This is an optimization exercise on Yosys and OpenROAD, whose aim is small area, not a production implementation. Where RTL was checked, it was by simulation tests only, not by an equivalence proof against the original. No driver is modelled on the clock port, so clocking that relies on it looks cheaper here than on a real chip.

==> job 1383 <==
Design poker_table, start of the top module:
module poker_table
#(
	parameter poker_money_pkg::chip_t START_CHIPS = 15'd2000
)
(
	input logic clock,
	input logic resetn,
	input logic start,
	input logic action_valid,
	input poker_flow_pkg::action_t action,
	input logic showdown_valid,
	input poker_flow_pkg::winner_t showdown_winner,
	output logic action_ready,
	output logic showdown_ready,
	output poker_money_pkg::seat_t to_act,
	output poker_flow_pkg::street_t street,
	output poker_money_pkg::chip_t stack0,
	output poker_money_pkg::chip_t stack1,
	output poker_money_pkg::chip_t bet0,
	output poker_money_pkg::chip_t bet1,
	output poker_money_pkg::chip_t pot,
	output logic hand_over,
	output logic match_over,
	output poker_money_pkg::seat_t match_winner
);
clock: 15.0 ns
lec_check: 0
cap_margin: 20
core_margin: 2
core_utilization: 40
gpl_timing_driven: 0
slew_margin: 20
standard.sh (not shown) runs the stock make flow with config.mk's settings and CLKGATE_MAP_FILE= SYNTH_SCRIPT=/design/flow/synth_recipe.tcl, a recipe that flattens the netlist after the stock synthesis.
==> flow/flow/run.sh <==
#!/bin/bash
# The standard layout (standard.sh, with the standard synthesis unchanged), plus:
# - after floorplan, OpenROAD's restructure re-maps the combinational logic for area
#   (flow/restructure.tcl; the registers keep their names and cells), using a copy of the
#   platform liberty without its don't-use cells (flow/filter_lib.py);
# - synthesis buffers are removed at floorplan, every port still gets a buffer but of the
#   smallest buffer cell, and the clock tree uses clkbuf_8 without dummy loads.
# make's output goes to standard_flow.log; each ORFS step logs under orfs/logs/.
set -uo pipefail
python3 flow/filter_lib.py "$FLOW_HOME/platforms/sky130hd/lib/sky130_fd_sc_hd__tt_025C_1v80.lib" \
  "$PWD/hd_nodontuse.lib" > filter_lib.log 2>&1
export RESTRUCT_LIB="$PWD/hd_nodontuse.lib"
export RESTRUCT_DIR="$PWD/restructure_work"
export POST_FLOORPLAN_TCL="$PWD/flow/restructure.tcl"
export REMOVE_ABC_BUFFERS=1
export BUFFER_PORTS_ARGS="-buffer_cell sky130_fd_sc_hd__buf_1"
export CTS_ARGS="-sink_clustering_enable -repair_clock_nets -buf_list sky130_fd_sc_hd__clkbuf_8 -dont_use_dummy_load -sink_clustering_size 30 -sink_clustering_max_diameter 100"
bash standard.sh > standard_flow.log 2>&1
==> flow/flow/filter_lib.py <==
#!/usr/bin/env python3
# filter_lib.py IN OUT : copy a liberty file without the cells the platform marks don't-use
# (*lpflow* and *probe* on sky130hd), for the area restructuring step.
import re, sys
src = open(sys.argv[1]).read()
out = []
pos = 0
for m in re.finditer(r'\n\s*cell\s*\(\s*"?([\w]+)"?\s*\)\s*\{', src):
    if m.start() < pos:
        continue
    name = m.group(1)
    if 'lpflow' not in name and 'probe' not in name:
        continue
    # find the end of this cell group
    depth = 0
    i = m.end() - 1
    while True:
        c = src[i]
        if c == '{':
            depth += 1
        elif c == '}':
            depth -= 1
            if depth == 0:
                break
        i += 1
    out.append(src[pos:m.start()])
    pos = i + 1
out.append(src[pos:])
open(sys.argv[2], 'w').write(''.join(out))
==> flow/flow/restructure.tcl <==
# Area recovery after floorplan: OpenROAD's restructure re-maps the combinational logic with
# ABC for area (registers are untouched), against a liberty without the don't-use cells.
# restructure drops the tie cells on constant outputs, so they are put back afterwards.
set rs_lib $::env(RESTRUCT_LIB)
set rs_dir $::env(RESTRUCT_DIR)
file mkdir $rs_dir
set block [ord::get_db_block]
set tie_master [[ord::get_db] findMaster sky130_fd_sc_hd__conb_1]

# Nets driven by tie cells, with the tie pin used
set tie_nets {}
foreach inst [$block getInsts] {
  if { [[$inst getMaster] getName] ne "sky130_fd_sc_hd__conb_1" } { continue }
  foreach pin {LO HI} {
    set it [$inst findITerm $pin]
    set net [$it getNet]
    if { $net ne "NULL" } { lappend tie_nets [list [$net getName] $pin] }
  }
}

report_design_area
for {set i 0} {$i < 2} {incr i} {
  restructure -target area -liberty_file $rs_lib \
    -tielo_port sky130_fd_sc_hd__conb_1/LO -tiehi_port sky130_fd_sc_hd__conb_1/HI \
    -work_dir $rs_dir -abc_logfile $rs_dir/abc_$i.log
  report_design_area
}

# Give every constant net that lost its tie cell a new one
set n_tie 0
foreach tn $tie_nets {
  lassign $tn net_name pin
  set net [$block findNet $net_name]
  if { $net eq "NULL" } { continue }
  set driven 0
  foreach it [$net getITerms] {
    if { [$it isOutputSignal] } { set driven 1 }
  }
  if { $driven } { continue }
  set inst [odb::dbInst_create $block $tie_master "tie_restore_$n_tie"]
  [$inst findITerm $pin] connect $net
  incr n_tie
}
puts "restructure.tcl: restored $n_tie tie cells"
report_design_area
==> inputs of job 7685, as changes to job 1383 <==
==> flow/flow/run.sh (replaced) <==
#!/bin/bash
# The standard layout (standard.sh, with the standard synthesis unchanged), plus:
# - after floorplan, OpenROAD's restructure re-maps the combinational logic for area
#   (flow/restructure.tcl; the registers keep their names and cells), using a copy of the
#   platform liberty without its don't-use cells (flow/filter_lib.py);
# - synthesis buffers are removed at floorplan, every port still gets a buffer but of the
#   smallest buffer cell;
# - the clock tree is built by hand before CTS (flow/clocktree.tcl): a root clock buffer and six
#   leaf clock buffers, one per sixth of the registers.
# make's output goes to standard_flow.log; each ORFS step logs under orfs/logs/.
set -uo pipefail
python3 flow/filter_lib.py "$FLOW_HOME/platforms/sky130hd/lib/sky130_fd_sc_hd__tt_025C_1v80.lib" \
  "$PWD/hd_nodontuse.lib" > filter_lib.log 2>&1
export RESTRUCT_LIB="$PWD/hd_nodontuse.lib"
export RESTRUCT_DIR="$PWD/restructure_work"
export POST_FLOORPLAN_TCL="$PWD/flow/restructure.tcl"
export REMOVE_ABC_BUFFERS=1
export BUFFER_PORTS_ARGS="-buffer_cell sky130_fd_sc_hd__buf_1"
export PRE_CTS_TCL="$PWD/flow/clocktree.tcl"
export CTS_ARGS="-sink_clustering_enable -repair_clock_nets -buf_list sky130_fd_sc_hd__clkbuf_8 -dont_use_dummy_load -clk_nets clock"
bash standard.sh > standard_flow.log 2>&1
==> flow/flow/clocktree.tcl (new file) <==
# Clock tree by hand, run before CTS: the registers are split into six groups by position
# (a median cut in x, then each half in three by y), each driven by one leaf clock buffer at
# the group's centre, and one root clock buffer, fed by the clock port, drives the leaves. CTS then finds a
# single sink on the clock port's net and leaves the tree as it is.
set leaf_cell sky130_fd_sc_hd__clkbuf_8
set root_cell sky130_fd_sc_hd__clkbuf_4
set block [ord::get_db_block]
set db [ord::get_db]
set clk_net [$block findNet clock]

proc inst_center { inst } {
  set bb [$inst getBBox]
  return [list [expr {([$bb xMin] + [$bb xMax]) / 2}] [expr {([$bb yMin] + [$bb yMax]) / 2}]]
}
proc centroid { items } {
  set sx 0; set sy 0
  foreach it $items { lassign [lindex $it 1] x y; set sx [expr {$sx + $x}]; set sy [expr {$sy + $y}] }
  set n [llength $items]
  return [list [expr {$sx / $n}] [expr {$sy / $n}]]
}
proc place_at { inst xy } {
  lassign $xy x y
  set m [$inst getMaster]
  $inst setLocation [expr {$x - [$m getWidth] / 2}] [expr {$y - [$m getHeight] / 2}]
  $inst setPlacementStatus PLACED
}

# Clock sinks with their positions
set sinks {}
foreach it [$clk_net getITerms] {
  lappend sinks [list $it [inst_center [$it getInst]]]
}
set sinks [lsort -integer -index {1 0} $sinks]
set half [expr {[llength $sinks] / 2}]
set groups {}
foreach part [list [lrange $sinks 0 [expr {$half - 1}]] [lrange $sinks $half end]] {
  set part [lsort -integer -index {1 1} $part]
  set n [llength $part]
  set a [expr {$n / 3}]
  set b [expr {(2 * $n) / 3}]
  lappend groups [lrange $part 0 [expr {$a - 1}]] [lrange $part $a [expr {$b - 1}]] [lrange $part $b end]
}

set root [odb::dbInst_create $block [$db findMaster $root_cell] clktree_root]
set root_net [odb::dbNet_create $block clktree_root_net]
$root_net setSigType CLOCK
[$root findITerm A] connect $clk_net
[$root findITerm X] connect $root_net
place_at $root [centroid $sinks]

set k 0
foreach g $groups {
  set leaf [odb::dbInst_create $block [$db findMaster $leaf_cell] clktree_leaf_$k]
  set leaf_net [odb::dbNet_create $block clktree_leaf_net_$k]
  $leaf_net setSigType CLOCK
  foreach s $g {
    set it [lindex $s 0]
    $it disconnect
    $it connect $leaf_net
  }
  [$leaf findITerm A] connect $root_net
  [$leaf findITerm X] connect $leaf_net
  place_at $leaf [centroid $g]
  puts "clocktree.tcl: leaf $k drives [llength $g] clock pins"
  incr k
}
==> inputs of job 6883, as changes to job 1383 <==
--- a/flow/design.v
+++ b/flow/design.v
@@ -71,27 +71,27 @@
 	output logic match_over,
 	output poker_money_pkg::seat_t match_winner
 );
 	typedef logic [11:0] amt_t;	 
 	localparam amt_t START = amt_t'(START_CHIPS);
 	localparam amt_t ALL = amt_t'(2 * START_CHIPS);
 	localparam amt_t SB = amt_t'(poker_money_pkg::SMALL_BLIND);
 	localparam amt_t BB = amt_t'(poker_money_pkg::BIG_BLIND);
-	localparam logic [3:0] S_IDLE = 4'd15;
-	localparam logic [3:0] S_RESET = 4'd8;
-	localparam logic [3:0] S_NEW_HAND = 4'd3;
-	localparam logic [3:0] S_BLINDS = 4'd5;
-	localparam logic [3:0] S_WAIT = 4'd13;
-	localparam logic [3:0] S_APPLY = 4'd10;
-	localparam logic [3:0] S_STREET_END = 4'd11;
+	localparam logic [3:0] S_IDLE = 4'd0;
+	localparam logic [3:0] S_RESET = 4'd1;
+	localparam logic [3:0] S_NEW_HAND = 4'd2;
+	localparam logic [3:0] S_BLINDS = 4'd3;
+	localparam logic [3:0] S_WAIT = 4'd4;
+	localparam logic [3:0] S_APPLY = 4'd5;
+	localparam logic [3:0] S_STREET_END = 4'd6;
 	localparam logic [3:0] S_SHOWDOWN = 4'd7;
-	localparam logic [3:0] S_AWARD = 4'd4;
-	localparam logic [3:0] S_HAND_DONE = 4'd0;
-	localparam logic [3:0] S_MATCH_OVER = 4'd9;
+	localparam logic [3:0] S_AWARD = 4'd8;
+	localparam logic [3:0] S_HAND_DONE = 4'd9;
+	localparam logic [3:0] S_MATCH_OVER = 4'd10;
 	function automatic amt_t f_add(input amt_t a, input amt_t b, input logic ci);
 		logic c;
 		amt_t s;
 		c = ci;
 		for (int i = 0; i < 12; i++)
 		begin
 			s[i] = a[i] ^ b[i] ^ c;
 			c = (a[i] & b[i]) | (c & (a[i] ^ b[i]));
@@ -119,30 +119,17 @@
 	amt_t s0, s1, p;
 	logic z0, z1;
 	assign s0 = f_sub(t0, b0);
 	assign s1 = f_sub(t1, b1);
 	assign p = f_sub(f_sub(ALL, t0), t1) & {12{loaded}};
 	assign z0 = (s0 == '0);
 	assign z1 = (s1 == '0);
 	logic tt, l0, l1;
-	amt_t dt;
-	logic dt_c;
-	always_comb
-	begin
-		logic c;
-		c = 1'b1;
-		for (int i = 0; i < 12; i++)
-		begin
-			dt[i] = t1[i] ^ !t0[i] ^ c;
-			c = (t1[i] & !t0[i]) | (c & (t1[i] ^ !t0[i]));
-		end
-		dt_c = c;
-	end
-	assign tt = dt_c;
+	assign tt = f_ge(t1, t0);
 	assign l0 = !f_ge(b1, t0);
 	assign l1 = !f_ge(b0, t1);
 	logic is_raise, is_allin, is_fold;
 	amt_t target;
 	logic raise_ok;
 	assign is_raise = (action == 3'd2) || (action == 3'd3) || (action == 3'd4);
 	assign is_allin = (action == 3'd5);
 	assign is_fold = (action == 3'd6);
@@ -174,17 +161,17 @@
 	assign n_t0 = !raise_ok && (use_mt ? tt : (!to_act_q && !l0));
 	assign n_t1 = !raise_ok && (use_mt ? !tt : (to_act_q && !l1));
 	assign n_b0 = !raise_ok && !use_mt && to_act_q && l1;
 	assign n_b1 = !raise_ok && !use_mt && !to_act_q && l0;
 	logic take_action, empty;
 	assign take_action = (state == S_WAIT) && action_valid;
 	assign empty = z0 || z1;
 	amt_t v, kv;
-	assign v = r_s1 ? s0 : (r_split ? f_add({!dt_c, dt[11:1]}, ALL >> 1, 1'b0) : s1);
+	assign v = r_s1 ? s0 : (r_split ? f_add(t1, p >> 1, 1'b0) : s1);
 	assign kv = f_sub(ALL, v);
 	always_comb
 	begin
 		next_state = state;
 		case (state)
 			S_IDLE, S_MATCH_OVER: if (start) next_state = S_RESET;
 			S_RESET: next_state = S_NEW_HAND;
 			S_NEW_HAND: next_state = empty ? S_MATCH_OVER : S_BLINDS;
==> flow/flow/run.sh (replaced) <==
#!/bin/bash
# Standard layout (the standard.sh, standard synthesis unchanged) with smaller buffers.
set -uo pipefail
export REMOVE_ABC_BUFFERS=1
export BUFFER_PORTS_ARGS="-buffer_cell sky130_fd_sc_hd__buf_1"
export CTS_ARGS="-sink_clustering_enable -repair_clock_nets -buf_list sky130_fd_sc_hd__clkbuf_16 -dont_use_dummy_load -sink_clustering_size 64 -sink_clustering_max_diameter 500"
bash standard.sh > standard_flow.log 2>&1
==> flow/config.mk (replaced) <==
export PLATFORM = sky130hd
export DESIGN_NAME = poker_table
export DESIGN_NICKNAME = poker_table
export VERILOG_FILES = /design/flow/design.v
export SDC_FILE = /design/flow/constraint.sdc
export NUM_CORES = 4
export LEC_CHECK = 0
export CAP_MARGIN = 0
export CORE_MARGIN = 2
export CORE_UTILIZATION = 40
export GPL_TIMING_DRIVEN = 0
export SLEW_MARGIN = 0
removed: flow/flow/filter_lib.py
removed: flow/flow/restructure.tcl
==> impl_metrics.py <==
metrics = {
    "sta": {
        "finalCritPeriodShare_pct": 55.3,
        "skew_ns": 0.0142,
    },
    "synthesis": {
        "synth_area_leaders": "dfxtp_1 (19%), fa_1 (13%), ha_1 (5.5%), inv_1 (5.3%), a21oi_1 (4.0%)",
        "synthMuxAreaShare_pct": 1.26,
    },
    "hold_path": {
        "hold_end": "mw",
    },
    "global_routing": {
        "met2_usage_pct": 42.4,
        "grtUsageMet3_pct": 5.45,
    },
    "floorplanning": {
        "initial_core_util_pct": 40.4,
    },
    "clock_network": {
        "tritoncts": "yes",
    },
    "placed_design": {
        "dp_cells": 1051,
    },
    "final_layout": {
        "nClkBuffers": 9,
    },
    "outcome": {
        "outcome": "no timing/DRC/antenna violations",
    },
    "routing": {
        "drtIter0Drc": 766,
    },
}
That was job 6883.
==> impl_metrics.py <==
metrics = {
    "outcome": {
        "outcome": "no timing/DRC/antenna violations",
    },
    "final_layout": {
        "nClkBuffers": 9,
    },
    "placed_design": {
        "dp_cells": 1144,
    },
    "floorplanning": {
        "initial_core_util_pct": 40.5,
    },
    "sta": {
        "finalCritPeriodShare_pct": 61.1,
        "skew_ns": 0.0240,
    },
    "global_routing": {
        "grtUsageMet3_pct": 4.06,
        "met2_usage_pct": 45.9,
    },
    "synthesis": {
        "synth_area_leaders": "dfxtp_1 (20%), fa_1 (13%), ha_1 (6.8%), inv_1 (5.2%), nor2_1 (4.1%)",
    },
    "clock_network": {
        "tritoncts": "yes",
    },
    "routing": {
        "drtIter0Drc": 976,
    },
}
That was job 1383.
==> impl_metrics.py <==
metrics = {
    "final_layout": {
        "regArea_sq_mm": 0.00125,
        "final_cell_mix": "nor2_1 (129), clkinv_1 (109), o21ai_0 (105)",
    },
    "outcome": {
        "outcome": "no timing/DRC/antenna violations",
    },
    "floorplanning": {
        "initial_core_util_pct": 40.5,
    },
    "routing": {
        "drtIter0Drc": 914,
        "drc": 0,
    },
    "sta": {
        "skew_ns": 0.0146,
    },
    "placed_design": {
        "dp_cells": 1144,
        "io_buffers": 78,
    },
    "power_and_ir_drop": {
        "power_density_mw_per_mm2": 127,
    },
    "synthesis": {
        "synthMuxAreaShare_pct": 0.863,
        "synth_area_leaders": "dfxtp_1 (20%), fa_1 (13%), ha_1 (6.8%), inv_1 (5.2%), nor2_1 (4.1%)",
    },
    "global_routing": {
        "grtUsageMet3_pct": 2.64,
    },
    "hold_path": {
        "hold_end": "street_q[0]",
    },
}
That was job 7685.
Only the layout flow was run in job 6883; the RTL was not checked for function there.

## static timing again, ports no longer ideal
No port has a modelled driver above. Below, the same layouts with a new extraction and two added sets of constraints.
Step 1 sets driving cells, clkbuf_16 on the clock port and buf_2 on the other inputs (assumed; they add their load-dependent delay and slew).
Step 2 moves the port delays by t, midway between the first and last clock arrival at a register: inputs arrive t later, outputs are due t later. That takes back most of the time a late clock gives input paths.
Slacks: ideal ports / drivers / drivers and shift; pairs: ideal ports / drivers.
run	shift t [ns]	slack for setup (ns)	worst setup path after step 2
job 1383	0.401	5.832 / 5.796 / 6.197	register to output
job 7685	0.493	5.758 / 5.724 / 6.217	register to output
job 6883	0.384	6.704 / 6.663 / 7.047	register to output
After both steps every run listed still meets setup and hold.
